What follows belongs to an exercise in optimizing a design on an open flow for small area; a production flow would make more cautious choices. The RTL was checked by simulation tests, not by an equivalence proof against the original design.

Setup of the reference run:
==> flow/design.v <==
module nrf_spi_responder (
   input  logic       CLOCK_50,
   input  logic       RESET,
   input  logic       NRF_SCK,
   input  logic       NRF_CSN,
   input  logic       NRF_MOSI,
   output logic       NRF_MISO,
   output logic       NRF_IRQ,
   input  logic       rx_wr_en,
   input  logic [7:0] rx_wr_data,
   input  logic       rx_commit,
   output logic       rx_full,
   input  logic       tx_rd_en,
   output logic [7:0] tx_rd_data,
   output logic       tx_avail
);
   localparam logic [1:0] StIdle = 2'd0, StCmd = 2'd1, StData = 2'd2, StIgnore = 2'd3;
   localparam logic [1:0] CmdRReg = 2'd0, CmdWReg = 2'd1, CmdRRx = 2'd2, CmdWTx = 2'd3;
   logic [1:0] sck_sync_q, mosi_sync_q, csn_sync_q;
   logic       sck_prev_q;
   always_ff @(posedge CLOCK_50) begin
      sck_sync_q  <= {sck_sync_q[0], NRF_SCK};
      mosi_sync_q <= {mosi_sync_q[0], NRF_MOSI};
      sck_prev_q  <= sck_sync_q[1];
   end
   always_ff @(posedge CLOCK_50 or posedge RESET) begin
      if (RESET) csn_sync_q <= 2'b11;
      else       csn_sync_q <= {csn_sync_q[0], NRF_CSN};
   end
   logic sck_s, csn_s, mosi_s, sck_rise, sck_fall;
   assign sck_s    = sck_sync_q[1];
   assign csn_s    = csn_sync_q[1];
   assign mosi_s   = mosi_sync_q[1];
   assign sck_rise = sck_s & ~sck_prev_q;
   assign sck_fall = ~sck_s & sck_prev_q;
   logic [1:0] state_q;
   logic [1:0] cmd_q;
   logic [2:0] bit_cnt_q;
   logic [6:0] shift_in_q;
   logic [7:0] shift_out_q;
   logic       miso_q;
   logic [4:0] addr_q;
   logic       addr_ovf_q;
   logic       rx_dr_q, tx_ds_q;
   logic       rx_full_q, rx_read_q;
   logic [5:0] rx_wr_ptr_q, rx_hwm_q;
   logic       tx_avail_q, tx_wrote_q;
   logic [5:0] tx_ptr_q;
   logic [7:0] tx_rd_data_q;
   logic [31:0][7:0] reg_q;
   logic [31:0][7:0] rx_buf_q;
   logic [31:0][7:0] tx_buf_q;
   logic idle, in_cmd, in_data, spi_start, spi_end, byte_done;
   assign idle      = (state_q == StIdle);
   assign in_cmd    = (state_q == StCmd);
   assign in_data   = (state_q == StData);
   assign spi_start = ~csn_s & idle;
   assign spi_end   = csn_s & ~idle;
   assign byte_done = sck_rise & (bit_cnt_q == 3'd7) & ~csn_s & ~idle;
   logic [7:0] rx_byte, status;
   logic       is_rreg, is_wreg, is_rrx, is_wtx, is_ftx, is_frx;
   assign rx_byte = {shift_in_q, mosi_s};
   assign status  = {1'b0, rx_dr_q, tx_ds_q, 1'b0, rx_full_q ? 3'b000 : 3'b111, tx_avail_q};
   assign is_rreg = (rx_byte[7:5] == 3'b000);
   assign is_wreg = (rx_byte[7:5] == 3'b001);
   assign is_rrx  = (rx_byte == 8'h61);
   assign is_wtx  = (rx_byte == 8'hA0) & ~tx_avail_q;
   assign is_ftx  = (rx_byte == 8'hE1);
   assign is_frx  = (rx_byte == 8'hE2);
   logic cmd_done, data_done, wreg_wr, wtx_wr, rrx_rd;
   assign cmd_done  = byte_done & in_cmd;
   assign data_done = byte_done & in_data;
   assign wreg_wr   = data_done & (cmd_q == CmdWReg);
   assign wtx_wr    = data_done & (cmd_q == CmdWTx) & (tx_ptr_q != 6'd0);
   assign rrx_rd    = data_done & (cmd_q == CmdRRx);
   logic [4:0] rd_addr, addr_next;
   logic       addr_carry;
   assign rd_addr = in_cmd ? {rx_byte[4:1], rx_byte[0] & ~rx_byte[6]} : addr_q;
   assign {addr_carry, addr_next} = rd_addr + {4'd0, ~(in_cmd & is_wreg)};
   logic [7:0] reg_rd, rx_rd, out_byte;
   logic [31:0] rd_sel;
   always_comb begin
      reg_rd = 8'h00;
      rx_rd  = 8'h00;
      for (int i = 0; i < 32; i++) begin
         rd_sel[i] = (rd_addr == 5'(i));
         reg_rd = reg_rd | ({8{rd_sel[i]}} & ((i == 7) ? status : reg_q[i]));
         rx_rd  = rx_rd  | ({8{rd_sel[i]}} & rx_buf_q[i]);
      end
   end
   logic sel_reg, sel_rx, rx_valid;
   assign sel_reg  = in_cmd ? is_rreg : in_data & (cmd_q == CmdRReg);
   assign sel_rx   = in_cmd ? is_rrx  : in_data & (cmd_q == CmdRRx);
   assign rx_valid = ~(in_data & addr_ovf_q) & ({1'b0, rd_addr} < rx_hwm_q);
   assign out_byte = (sel_reg ? reg_rd : 8'h00) | ((sel_rx & rx_valid) ? rx_rd : 8'h00);
   always_ff @(posedge CLOCK_50 or posedge RESET) begin
      if (RESET) state_q <= StIdle;
      else if (spi_start) state_q <= StCmd;
      else if (spi_end) state_q <= StIdle;
      else if (cmd_done) state_q <= (is_rreg | is_wreg | is_rrx | is_wtx) ? StData : StIgnore;
   end
   always_ff @(posedge CLOCK_50) begin
      if (spi_start) begin
         bit_cnt_q   <= 3'd0;
         shift_out_q <= {status[6:0], 1'b0};
         miso_q      <= status[7];
         rx_read_q   <= 1'b0;
         tx_wrote_q  <= 1'b0;
      end else if (spi_end) begin
         bit_cnt_q <= 3'd0;
         miso_q    <= 1'b0;
      end else if (!idle) begin
         if (sck_rise) begin
            shift_in_q <= rx_byte[6:0];
            bit_cnt_q  <= bit_cnt_q + 3'd1;
            if (bit_cnt_q == 3'd7) shift_out_q <= out_byte;
         end else if (sck_fall) begin
            miso_q      <= shift_out_q[7];
            shift_out_q <= {shift_out_q[6:0], 1'b0};
         end
      end
      if (cmd_done) begin
         cmd_q <= is_rreg ? CmdRReg : is_wreg ? CmdWReg : is_rrx ? CmdRRx : CmdWTx;
      end
      if (cmd_done | data_done) begin
         addr_q     <= addr_next;
         addr_ovf_q <= ~in_cmd & (addr_ovf_q | addr_carry);
      end
      if (rrx_rd) rx_read_q <= 1'b1;
      if (wtx_wr) tx_wrote_q <= 1'b1;
   end
   assign NRF_MISO = miso_q & ~idle;
   function automatic logic [7:0] reg_rst(int a);
      case (a)
         0:       reg_rst = 8'h08;
         1:       reg_rst = 8'h3F;
         2, 3, 4: reg_rst = 8'h03;
         5:       reg_rst = 8'h02;
         6:       reg_rst = 8'h0E;
         default: reg_rst = 8'h00;
      endcase
   endfunction
   for (genvar i = 0; i < 32; i++) begin : g_reg
      always_ff @(posedge CLOCK_50 or posedge RESET) begin
         if (RESET) reg_q[i] <= reg_rst(i);
         else if (i != 7 && wreg_wr && addr_q == 5'(i)) reg_q[i] <= rx_byte;
      end
   end
   logic rx_wr, rx_cm;
   assign rx_wr = ~rx_full_q & rx_wr_en & ~rx_wr_ptr_q[5];
   assign rx_cm = ~rx_full_q & rx_commit & (rx_wr_ptr_q != 6'd0);
   for (genvar i = 0; i < 32; i++) begin : g_rx
      always_ff @(posedge CLOCK_50) begin
         if (rx_wr && rx_wr_ptr_q[4:0] == 5'(i)) rx_buf_q[i] <= rx_wr_data;
      end
   end
   always_ff @(posedge CLOCK_50 or posedge RESET) begin
      if (RESET) begin
         rx_wr_ptr_q <= 6'd0;
         rx_hwm_q    <= 6'd0;
         rx_full_q   <= 1'b0;
         rx_dr_q     <= 1'b0;
      end else begin
         if (cmd_done && is_frx) begin
            rx_full_q   <= 1'b0;
            rx_wr_ptr_q <= 6'd0;
         end
         if (spi_end && rx_read_q) rx_full_q <= 1'b0;
         if (wreg_wr && addr_q == 5'd7 && rx_byte[6]) rx_dr_q <= 1'b0;
         if (rx_wr) begin
            rx_wr_ptr_q <= rx_wr_ptr_q + 6'd1;
            if (rx_wr_ptr_q == rx_hwm_q) rx_hwm_q <= rx_wr_ptr_q + 6'd1;
         end
         if (rx_cm) begin
            rx_full_q   <= 1'b1;
            rx_dr_q     <= 1'b1;
            rx_wr_ptr_q <= 6'd0;
         end
      end
   end
   always_ff @(posedge CLOCK_50) begin
      if (wtx_wr) tx_buf_q <= {rx_byte, tx_buf_q[31:1]};
   end
   logic [7:0] tx_rd;
   always_comb begin
      tx_rd = 8'h00;
      for (int i = 0; i < 32; i++)
         tx_rd = tx_rd | ({8{tx_ptr_q[4:0] == 5'(i)}} & tx_buf_q[i]);
   end
   logic tx_load, tx_pop;
   assign tx_load = spi_end & tx_wrote_q;
   assign tx_pop  = tx_rd_en & tx_avail_q;
   always_ff @(posedge CLOCK_50) begin
      if (cmd_done && is_wtx) tx_ptr_q <= 6'd32;
      else if (wtx_wr) tx_ptr_q <= tx_ptr_q - 6'd1;
      else if (tx_load || (tx_pop && !tx_ptr_q[5])) tx_ptr_q <= tx_ptr_q + 6'd1;
   end
   always_ff @(posedge CLOCK_50 or posedge RESET) begin
      if (RESET) begin
         tx_avail_q   <= 1'b0;
         tx_rd_data_q <= 8'h00;
         tx_ds_q      <= 1'b0;
      end else begin
         if (tx_pop) begin
            if (tx_ptr_q[5]) tx_avail_q <= 1'b0;
            else             tx_rd_data_q <= tx_rd;
         end
         if (cmd_done && is_ftx) tx_avail_q <= 1'b0;
         if (tx_load) begin
            tx_avail_q   <= 1'b1;
            tx_ds_q      <= 1'b1;
            tx_rd_data_q <= tx_rd;
         end
         if (wreg_wr && addr_q == 5'd7 && rx_byte[5]) tx_ds_q <= 1'b0;
      end
   end
   assign rx_full    = rx_full_q;
   assign tx_avail   = tx_avail_q;
   assign tx_rd_data = tx_rd_data_q;
   logic irq_q;
   always_ff @(posedge CLOCK_50 or posedge RESET) begin
      if (RESET) irq_q <= 1'b1;
      else       irq_q <= ~((rx_dr_q & ~reg_q[0][6]) | (tx_ds_q & ~reg_q[0][5]));
   end
   assign NRF_IRQ = irq_q;
endmodule
Settings: LEC_CHECK=0, CAP_MARGIN=20, CORE_MARGIN=2, CORE_UTILIZATION=40, SLEW_MARGIN=20; clock period 10.0 ns.
run.sh (not shown) runs the stock make flow with config.mk's settings and CLKGATE_MAP_FILE= SYNTH_SCRIPT=/design/flow/synth_recipe.tcl, a recipe that flattens the netlist after the stock synthesis.
Setup changes, the reference run to the trial run
--- a/flow/design.v
+++ b/flow/design.v
@@ -139,12 +139,24 @@
          6:       reg_rst = 8'h0E;
          default: reg_rst = 8'h00;
       endcase
    endfunction
+   logic rst_seen_q;
+   always_ff @(posedge CLOCK_50 or posedge RESET) begin
+      if (RESET) rst_seen_q <= 1'b1;
+      else       rst_seen_q <= 1'b0;
+   end
    for (genvar i = 0; i < 32; i++) begin : g_reg
-      always_ff @(posedge CLOCK_50 or posedge RESET) begin
-         if (RESET) reg_q[i] <= reg_rst(i);
-         else if (i != 7 && wreg_wr && addr_q == 5'(i)) reg_q[i] <= rx_byte;
+      if (i == 7) begin : g_status
+         always_ff @(posedge CLOCK_50) reg_q[i] <= 8'h00;
+      end else begin : g_store
+         logic       en;
+         logic [7:0] d;
+         assign en = rst_seen_q | (wreg_wr && addr_q == 5'(i));
+         assign d  = (rx_byte & ~{8{rst_seen_q}}) | (reg_rst(i) & {8{rst_seen_q}});
+         always_ff @(posedge CLOCK_50) begin
+            if (en) reg_q[i] <= d;
+         end
       end
    end
    logic rx_wr, rx_cm;
    assign rx_wr = ~rx_full_q & rx_wr_en & ~rx_wr_ptr_q[5];
==> notes.md <==
In the tables for the trial run and the reference run, transition time of the tightest slew-check pin reads lower with the trial run.
Of the two values seen for critical-path cell with the highest stage delay, nand2b_2 was produced by the reference run and dfrtp_1 by the trial run.
Summary of the trial run over the reference run: number of global-route vias before repair has decreased, via-per-instance ratio has decreased, met3 usage lower, number of stages on the worst setup path dropped 6, synthesized-area fraction occupied by ao, oa, aoi and oai cells now sits at about the same level.
Worst-case register-to-register setup slack was lower in the reference run than in the trial run.
On adder-cell share of the synthesized area, the trial run tracks the reference run almost exactly.

-- port drivers added, routing unchanged --
Ports are ideal in the flow. The routed layouts listed here were re-timed in OpenROAD. Step 1, drivers: a clkbuf_16 drives CLOCK_50 and a buf_2 each remaining input, both assumed. Step 2 moves the port delays by t, midway between the first and last clock arrival at a register: inputs arrive t later, outputs are due t later. That takes back most of the time a late clock gives input paths. a / b / c = ideal / step 1 / step 2; a / b = the first two.
run	shift t [ns]	setup slack, ns	worst setup path after step 2	latest minus earliest clock arrival (ns)
the reference run	0.728	5.606 / 5.560 / 5.328	input, reset recovery	0.047 / 0.047
the trial run	0.704	5.748 / 5.685 / 5.396	input to register	0.032 / 0.032
After both steps every run listed still meets setup and hold. The setup slack of the trial run, which loses most, moves by -0.063 ns with the drivers and by -0.352 ns with both steps. The worst setup slack also covers recovery checks on asynchronous resets.
